This is an optimization exercise on Yosys and OpenROAD, whose aim is small area, not a production implementation. The RTL was checked by simulation tests, not by an equivalence proof against the original design. Power and IR drop assume default switching activity.

==> flow/design.v (excerpt) <==
module rob_top (
    input  logic        clk,
    input  logic        rst_n,
    input  logic        alloc_valid,
    input  rob_pkg::op_kind_t alloc_kind,
    input  rob_pkg::reg_idx_t alloc_dest,
    input  rob_pkg::store_size_t alloc_size,
    output rob_pkg::tag_t alloc_tag,
    output logic        full,
    output logic        empty,
    input  logic        cdb_valid,
    input  rob_pkg::tag_t cdb_tag,
    input  rob_pkg::word_t cdb_value,
    input  rob_pkg::word_t cdb_addr,
    input  logic        cdb_mispredict,
    input  rob_pkg::word_t cdb_target,
    input  rob_pkg::tag_t lookup_tag,
    output logic        lookup_ready,
    output rob_pkg::word_t lookup_value,
    output logic        commit_valid,
    output rob_pkg::reg_idx_t commit_rd,
    output rob_pkg::word_t commit_value,
    output rob_pkg::tag_t commit_tag,
    output logic        mem_req,
    output rob_pkg::word_t mem_addr,
    output rob_pkg::word_t mem_wdata,
    output logic [3:0]  mem_be,
    input  logic        mem_ack,
    output logic        flush,
    output rob_pkg::word_t redirect_pc
);
Size in the first run: about 5800 cells after synthesis, ~2400 flip-flops, about 310 I/O pins, ~93000 um^2 of cells after synthesis.
export LEC_CHECK = 0
export CAP_MARGIN = 20
export CORE_MARGIN = 2
export CORE_UTILIZATION = 55
export PLACE_DENSITY = 0.65
export SLEW_MARGIN = 20
create_clock -name core_clock -period 10.0 [get_ports {clk}]
standard.sh (not shown) runs the stock make flow with config.mk's settings and CLKGATE_MAP_FILE= SYNTH_SCRIPT=/design/flow/synth_recipe.tcl, a recipe that flattens the netlist after the stock synthesis.
==> flow/flow/run.sh <==
#!/bin/bash
# The standard layout, with a leaner clock tree (no dummy loads, larger sink
# clusters of clkbuf_16) and single-drive port buffers. make's full output
# goes to standard_make.log here; each ORFS step's log is under orfs/logs/.
set -euo pipefail
bash standard.sh \
  "CTS_ARGS=-sink_clustering_enable -repair_clock_nets -dont_use_dummy_load -buf_list sky130_fd_sc_hd__clkbuf_16 -sink_clustering_size 25 -sink_clustering_max_diameter 80" \
  "BUFFER_PORTS_ARGS=-buffer_cell sky130_fd_sc_hd__buf_1" \
  finish > standard_make.log 2>&1
==> next run, changes <==
==> flow/run.sh (new file) <==
#!/bin/bash
# synth_recipe.tcl (not shown) runs the flow's synth.tcl, then flattens the netlist and writes it again
# the make line also repeats each setting of config.mk as NAME=value (left out here)
make -C /OpenROAD-flow-scripts/flow DESIGN_CONFIG=/design/flow/config.mk WORK_HOME=/design/flow/orfs CLKGATE_MAP_FILE= SYNTH_SCRIPT=/design/flow/synth_recipe.tcl finish
Settings changed: CTS_BUF_LIST set to sky130_fd_sc_hd__clkbuf_16, CTS_CLUSTER_DIAMETER set to 80, CTS_CLUSTER_SIZE set to 25.
removed: flow/flow/run.sh
removed: flow/standard.sh
What happened: The new run completed with no timing, DRC or antenna violations. Synthesized area is unchanged. Worst setup slack loses 0.76 ns. Sequential power is about the same. Via count is about the same. Final cell count came out higher by 0.59%. Wire length barely changes. Register-to-register slack got worse by 0.17 ns. Sequential cell count does not change.

rob_top again, from the RTL that the note above started with.
Settings: LEC_CHECK=0, CAP_MARGIN=20, CORE_MARGIN=2, CORE_UTILIZATION=55, PLACE_DENSITY=0.65, SLEW_MARGIN=20; clock period 10.0 ns.
==> flow/flow/run.sh <==
#!/bin/bash
# The standard layout, with a leaner clock tree (no dummy loads, larger sink
# clusters of clkbuf_8) and single-drive port buffers. make's full output
# goes to standard_make.log here; each ORFS step's log is under orfs/logs/.
set -euo pipefail
bash standard.sh \
  "CTS_ARGS=-sink_clustering_enable -repair_clock_nets -dont_use_dummy_load -buf_list sky130_fd_sc_hd__clkbuf_8 -sink_clustering_size 14 -sink_clustering_max_diameter 60" \
  "BUFFER_PORTS_ARGS=-buffer_cell sky130_fd_sc_hd__buf_1" \
  finish > standard_make.log 2>&1
The starting point completed without violations.
Then changed:
==> flow/flow/run.sh (replaced) <==
#!/bin/bash
# The standard layout, with a leaner clock tree (no dummy loads, larger sink
# clusters of clkbuf_8) and single-drive port buffers. make's full output
# goes to standard_make.log here; each ORFS step's log is under orfs/logs/.
set -euo pipefail
bash standard.sh \
  "CTS_ARGS=-sink_clustering_enable -repair_clock_nets -dont_use_dummy_load -buf_list sky130_fd_sc_hd__clkbuf_8 -sink_clustering_size 16 -sink_clustering_max_diameter 80" \
  "BUFFER_PORTS_ARGS=-buffer_cell sky130_fd_sc_hd__buf_1" \
  finish > standard_make.log 2>&1
The new run passed the timing, design-rule and antenna checks.
Clock-buffer cell count goes down by 29.
Total power is lower by 1.2%.
Global-route usage barely changes.
Wire length is about the same.
Via count decreases by 0.33%.
Clock skew is lower by 15 ps.
Combinational power is about the same.
Worst setup slack is worse by 23 ps.

-- port drivers added, routing unchanged --
The results above use ideal ports. As a check the final layouts listed here were re-extracted and re-timed, cells and wires unchanged.
Step 1: set_driving_cell puts a clkbuf_16 on clk and a buf_2 on each other input, an assumption about the parent block.
Step 2 also shifts input and output timing later by t, the mid clock arrival at the registers, as if the neighbouring blocks saw the same clock.
Three values: ideal ports, drivers, drivers and shift; two values: the first two.
| run | t, ns | slack for setup (ns) | hold WS [ns] | slew at the worst register clock pin (ns) |
|---|---|---|---|---|
| the first run of note 1 | 0.884 | 1.725 / 1.702 / 1.702 | 0.573 / 0.573 / 0.573 | 0.10 / 0.10 |
| the second run of note 1 | 0.916 | 0.965 / 0.940 / 0.940 | 0.579 / 0.579 / 0.579 | 0.11 / 0.11 |
| the first run of note 2 | 1.105 | 1.688 / 1.597 / 1.681 | 0.576 / 0.576 / 0.576 | 0.11 / 0.11 |
| the second run of note 2 | 1.067 | 1.665 / 1.583 / 1.757 | 0.576 / 0.576 / 0.576 | 0.12 / 0.12 |
After both steps setup and hold are still met in every run listed. For the second run of note 1, which loses most, drivers alone change the setup slack by -0.025 ns; drivers and shift together by -0.025 ns.
